This is an optimization exercise on Yosys and OpenROAD, whose aim is small area, a short achievable clock period and few clock cycles, not a production implementation. Only simulation tests tie the RTL to the original design; equivalence was not proved.

==> design.v <==
module hilo_muldiv #(
  parameter int MUL_LAT = 5
) (
  input  logic        clk,
  input  logic        rst_n,
  input  logic [3:0]  mul_func,
  input  logic [31:0] in_a,
  input  logic [31:0] in_b,
  output logic [31:0] hi,
  output logic [31:0] lo,
  output logic        busy
);
  typedef enum logic [1:0] {
    S_IDLE,
    S_MUL,
    S_DIV
  } state_t;
  localparam logic [5:0] MUL_CNT_INIT = 6'(MUL_LAT - 1);
  localparam logic [5:0] DIV_CNT_INIT = 6'd32;
  state_t      state;
  logic [5:0]  cnt;
  logic [63:0] prod;
  logic [31:0] div_rem;
  logic [31:0] div_quo;
  logic [31:0] div_dsr;
  logic [31:0] div_a;
  logic        neg_q;
  logic        neg_r;
  logic        div_zero;
  logic        dec_mul;
  logic        dec_div;
  logic        dec_sgn;
  logic        dec_sethi;
  logic        dec_setlo;
  logic [1:0]  dec_op;
  logic [1:0]  acc_op;
  logic [63:0] ext_a;
  logic [63:0] ext_b;
  logic [63:0] mul_prod;
  logic [31:0] a_mag;
  logic [31:0] b_mag;
  logic [32:0] div_shl;
  logic [32:0] div_trial;
  logic [31:0] rem_next;
  logic [31:0] quo_next;
  logic [31:0] q_fix;
  logic [31:0] r_fix;
  logic [63:0] acc;
  always_comb begin
    dec_mul   = 1'b0;
    dec_div   = 1'b0;
    dec_sgn   = 1'b0;
    dec_sethi = 1'b0;
    dec_setlo = 1'b0;
    dec_op    = 2'd0;
    case (mul_func)
      4'd1: begin dec_mul = 1'b1; dec_sgn = 1'b1; end
      4'd2: begin dec_mul = 1'b1; end
      4'd3: begin dec_div = 1'b1; dec_sgn = 1'b1; end
      4'd4: begin dec_div = 1'b1; end
      4'd5: begin dec_sethi = 1'b1; end
      4'd6: begin dec_setlo = 1'b1; end
      4'd7:  begin dec_mul = 1'b1; dec_sgn = 1'b1; dec_op = 2'd1; end
      4'd8:  begin dec_mul = 1'b1; dec_op = 2'd1; end
      4'd9:  begin dec_mul = 1'b1; dec_sgn = 1'b1; dec_op = 2'd2; end
      4'd10: begin dec_mul = 1'b1; dec_op = 2'd2; end
      default: begin end
    endcase
  end
  always_comb begin
    ext_a    = {{32{dec_sgn & in_a[31]}}, in_a};
    ext_b    = {{32{dec_sgn & in_b[31]}}, in_b};
    mul_prod = ext_a * ext_b;
  end
  always_comb begin
    a_mag = (dec_sgn && in_a[31]) ? (~in_a + 32'd1) : in_a;
    b_mag = (dec_sgn && in_b[31]) ? (~in_b + 32'd1) : in_b;
  end
  always_comb begin
    div_shl   = {div_rem, div_quo[31]};
    div_trial = div_shl - {1'b0, div_dsr};
    if (!div_trial[32]) begin
      rem_next = div_trial[31:0];
      quo_next = {div_quo[30:0], 1'b1};
    end else begin
      rem_next = div_shl[31:0];
      quo_next = {div_quo[30:0], 1'b0};
    end
  end
  always_comb begin
    q_fix = neg_q ? (~div_quo + 32'd1) : div_quo;
    r_fix = neg_r ? (~div_rem + 32'd1) : div_rem;
  end
  always_comb begin
    case (acc_op)
      2'd1:    acc = {hi, lo} + prod;
      2'd2:    acc = {hi, lo} - prod;
      default: acc = prod;
    endcase
  end
  always_ff @(posedge clk or negedge rst_n) begin
    if (!rst_n) begin
      state    <= S_IDLE;
      cnt      <= 6'd0;
      prod     <= 64'd0;
      div_rem  <= 32'd0;
      div_quo  <= 32'd0;
      div_dsr  <= 32'd0;
      div_a    <= 32'd0;
      neg_q    <= 1'b0;
      neg_r    <= 1'b0;
      div_zero <= 1'b0;
      hi       <= 32'd0;
      lo       <= 32'd0;
      busy     <= 1'b0;
      acc_op   <= 2'd0;
    end else begin
      case (state)
        S_IDLE: begin
          if (dec_sethi) begin
            hi <= in_a;
          end
          if (dec_setlo) begin
            lo <= in_a;
          end
          if (dec_mul) begin
            prod  <= mul_prod;
            cnt   <= MUL_CNT_INIT;
            state <= S_MUL;
            busy  <= 1'b1;
            acc_op <= dec_op;
          end
          if (dec_div) begin
            div_rem  <= 32'd0;
            div_quo  <= a_mag;
            div_dsr  <= b_mag;
            div_a    <= in_a;
            neg_q    <= dec_sgn & (in_a[31] ^ in_b[31]);
            neg_r    <= dec_sgn & in_a[31];
            div_zero <= (in_b == 32'd0);
            cnt      <= DIV_CNT_INIT;
            state    <= S_DIV;
            busy     <= 1'b1;
          end
        end
        S_MUL: begin
          if (cnt == 6'd0) begin
            hi    <= acc[63:32];
            lo    <= acc[31:0];
            state <= S_IDLE;
            busy  <= 1'b0;
          end else begin
            cnt <= cnt - 6'd1;
          end
        end
        S_DIV: begin
          if (cnt == 6'd0) begin
            if (div_zero) begin
              lo <= 32'hFFFF_FFFF;
              hi <= div_a;
            end else begin
              lo <= q_fix;
              hi <= r_fix;
            end
            state <= S_IDLE;
            busy  <= 1'b0;
          end else begin
            div_rem <= rem_next;
            div_quo <= quo_next;
            cnt     <= cnt - 6'd1;
          end
        end
        default: begin
          state <= S_IDLE;
          busy  <= 1'b0;
        end
      endcase
    end
  end
endmodule
==> run.sh <==
#!/bin/bash
# synth_recipe.tcl (not shown) runs the flow's synth.tcl, then flattens the netlist and writes it again
# the make line also repeats each setting of config.mk as NAME=value (left out here)
make -C /OpenROAD-flow-scripts/flow DESIGN_CONFIG=/design/flow/config.mk WORK_HOME=/design/flow/orfs CLKGATE_MAP_FILE= SYNTH_SCRIPT=/design/flow/synth_recipe.tcl finish
==> config.mk <==
export PLATFORM = sky130hd
export DESIGN_NAME = hilo_muldiv
export DESIGN_NICKNAME = hilo_muldiv
export VERILOG_FILES = /design/flow/design.v
export SDC_FILE = /design/flow/constraint.sdc
export NUM_CORES = 4
export LEC_CHECK = 0
export CAP_MARGIN = 20
export CORE_MARGIN = 2
export CORE_UTILIZATION = 40
export SLEW_MARGIN = 20
==> constraint.sdc <==
create_clock -name core_clock -period 12.0 [get_ports {clk}]
set_input_delay 2.4000 -clock core_clock [delete_from_list [all_inputs] [get_ports {clk}]]
set_output_delay 2.4000 -clock core_clock [all_outputs]
set_load 0.01 [all_outputs]
==> results.txt <==
Core Rows 141; most used cell, CP fa_1; Syn Area/Cell 8.455 um^2; library cells used by synthesis 84; CTS tree built; vias in the first global route 49930; logic depth of the worst register-to-register path 20; grt total ovfl 0; Post-CTS Repair Setup Buffers 0; Crit Path Class primary input to flip-flop; Max Cap Violations 0; Crit path largest cell delay 0.63 ns; vias per inst 5.462; Net Count, Synth 8601; clock-pin slew on the worst setup and hold paths 0.07 ns; initial drt markers 4166; largest net degree at the start of global routing 105; core footprint 148200 um^2; CP max stage cell fa_1; Nets 8474; antenna violations before repair 14; final setup vio count 0; fraction of the mapped netlist area in simple logic gates 0.1667; complex-gate fraction of the synthesized area 0.1142; Crit. End Element flip-flop; Worst EP required 12.48 ns; Rel. slew slack 0.2109; Final Slew Violations 0; pin slew with the least headroom to its limit 1.180 ns; gpl congestion 0.9530; Clock Tree Buf Depth 3; final instance area 64000 um^2; Sum Neg Setup Slack 0 ns; fraction of layout cells with a size suffix above 1 0.04100; DIE AREA 152800 um^2; TritonCTS Buffers 30; first-pass GRT wire length 308800 um; final WL 199800 um; commonest non-fill, non-tap cell in the layout nand2_1; register area 6758 um^2; Clock Latency Late Sink 0.62 ns; Post-synth EDFFs 0; crit path max fanout 10; hold buffers post-CTS 0; DP Area 62900 um^2; drt wl/cell 22.41 um; Post-Synth XOR/XNOR Area 0.04900; # DRC 0; antenna-violating nets left 0; Clock Tree Root clkbuf_16; adder-cell share of the synthesized area 0.4449; Seq/Total Area, Yosys 0.1129; Hold Violations, Final 0; worst hold-check path type flip-flop to flip-flop; Crit path arrival time 11.57 ns; Setup crit start kind primary input; # clock sinks 270; vias 48690; RSZ-0062 raised after global routing false; Tcrit/Tclk final 0.9243; H-tree levels 1; Die X-Extent 390.8 um; mapped cell area 59860 um^2; largest family of logic cells by synthesized area adder cells; Total GRT Usage 0.2650; Area Growth Syn to Fin 6.930%; IO Port Bufs 134; commonest non-fill, non-tap cells in the layout 1298 x nand2_1, 1233 x inv_1, 1126 x fa_1, 350 x o21ai_0, 322 x ha_1; Top Ports 135; router iterations before antenna repair 6; Die Ht 390.8 um; Final min period 11.09 ns; number of gates resized after CTS 0; mux cell area share after synthesis 0.007525; register bit total from synthesis 270; multi-input logic area 46910 um^2; Final HPWL DP 163800 um; clock skew 0.01497 ns; Hold Crit Depth 2; top_reg_cell synth dfrtp_1; Initial Utilization 0.4039; highest clock rate 90.16 MHz; cells after synthesis 7079; Async SR Flop Fraction 1.000; Fillers 14770; Syn. warnings 1; status finished clean
[metal layers]
metal,GRT usage,vias up,wire [um]
met5,0,-,66
li1,-,21790,-
met1,0.3786,24860,88200
met2,0.4184,1755,89770
met4,0.08017,10,6807
met3,0.03510,269,14940
[worst paths after layout]
check / start / to / slack (ns)
setup / recovery: mul_func[0] / prod[60]$_DFFE_PN0P_ / 0.91
hold / removal: div_a[31]$_DFFE_PN0P_ / div_a[31]$_DFFE_PN0P_ / 0.48
setup reg to reg: prod[8]$_DFFE_PN0P_ / hi[31]$_DFFE_PN0P_ / 6.06
hold reg to reg: div_a[31]$_DFFE_PN0P_ / div_a[31]$_DFFE_PN0P_ / 0.48
max in group asynchronous: rst_n / prod[10]$_DFFE_PN0P_ / 8.10
min in group asynchronous: rst_n / div_dsr[27]$_DFFE_PN0P_ / 1.82
[cell families after synthesis]
group	Yosys count
adders and majority gates	1452
xor gates and xnor gates	334
and+or+nand+nor	2219
DFF	270
AOI/OAI and AO/OA	1098
muxes	44
buffers and inverters	1662
[worst max-delay path: cells and delay by family]
kind | cells | cell delay, ns
adder cells (fa/ha/maj) | 10 | 4.81
multiplexers | 1 | 0.09
AO/OA/AOI/OAI | 10 | 2.15
AND/OR/NAND/NOR | 2 | 0.58
buffers and inverters | 5 | 1.37
XOR/XNOR | 1 | 0.16
[flip-flops by register name, indices dropped and copies added, names as in the netlist]
signal / count
div_zero: 1
busy: 1
div_rem: 32
neg_q: 1
lo: 32
div_quo: 32
div_a: 32
prod: 64
cnt: 6
acc_op: 2
state: 2
neg_r: 1
hi: 32
div_dsr: 32
[stage by stage]
stage / utilization / hold slack [ns] / std cells / setup slack [ns]
2_1_floorplan: - / 0.4376 / 7079 / 1.321
3_3_place_gp: 0.4244 / 0.4515 / 8849 / 0.4209
3_5_place_dp: 0.4244 / 0.4630 / 8849 / 0.2763
4_1_cts: 0.4316 / 0.4802 / 8905 / 0.9078
5_1_grt: 0.4318 / 0.4993 / 8906 / 0.3995
6_report: 0.4319 / 0.4780 / 8914 / 0.9081
[area by class of cell]
type / count / share of cell area
multi-input cells: 5147 / 0.7330
inverters: 1233 / 0.07231
clock inverters: 23 / 0.004144
flip-flops and latches: 270 / 0.1056
clock buffers: 33 / 0.01237
well taps: 1930 / 0.03773
repair buffers: 270 / 0.03456
diodes: 8 / 0.0003128
[Yosys cell counts, types with 23 or more instances]
library cell,number,area [um^2]
nand2_1,1301,4883
inv_1,1233,4628
fa_1,1127,22560
clkbuf_1,360,1351
o21ai_0,351,1757
ha_1,325,4066
and2_1,304,1902
a21oi_1,272,1361
dfrtp_1,270,6756
nor2_1,256,960.9
xnor2_1,211,1848
xor2_1,122,1069
a21o_1,85,638.1
o31ai_1,83,623.1
nor3_1,63,315.3
nand3_1,60,300.3
buf_1,59,221.5
o21bai_1,38,285.3
a221oi_1,36,315.3
and3_1,36,225.2
mux2i_1,36,360.4
a31oi_1,35,219.0
nand4_1,32,200.2
o21a_1,32,240.2
nand2b_1,31,193.9
a211oi_1,27,202.7
nor4_1,25,156.4
o211ai_1,24,180.2
o41ai_1,23,201.4
Testbench counts, summed over its fixed seeds: cycles 107,288.

==> separate check: timing with driven ports <==
The results above use ideal ports. As a check the final layout listed here was re-extracted and re-timed, cells and wires unchanged.
Step 1 assumes that a clkbuf_16 drives the clock port and a buf_2 every other input.
Step 2 moves the port delays by t, midway between the first and last clock arrival at a register: inputs arrive t later, outputs are due t later. That takes back most of the time a late clock gives input paths.
Three values: ideal ports, drivers, drivers and shift; two values: the first two.
t (ns): 0.677
setup slack, ns: 0.908 / 0.950 / 0.273
worst setup path at the end: input to register
After both steps this run still meets setup and hold. The setup slack of this run moves by +0.042 ns with the drivers and by -0.635 ns with both steps.
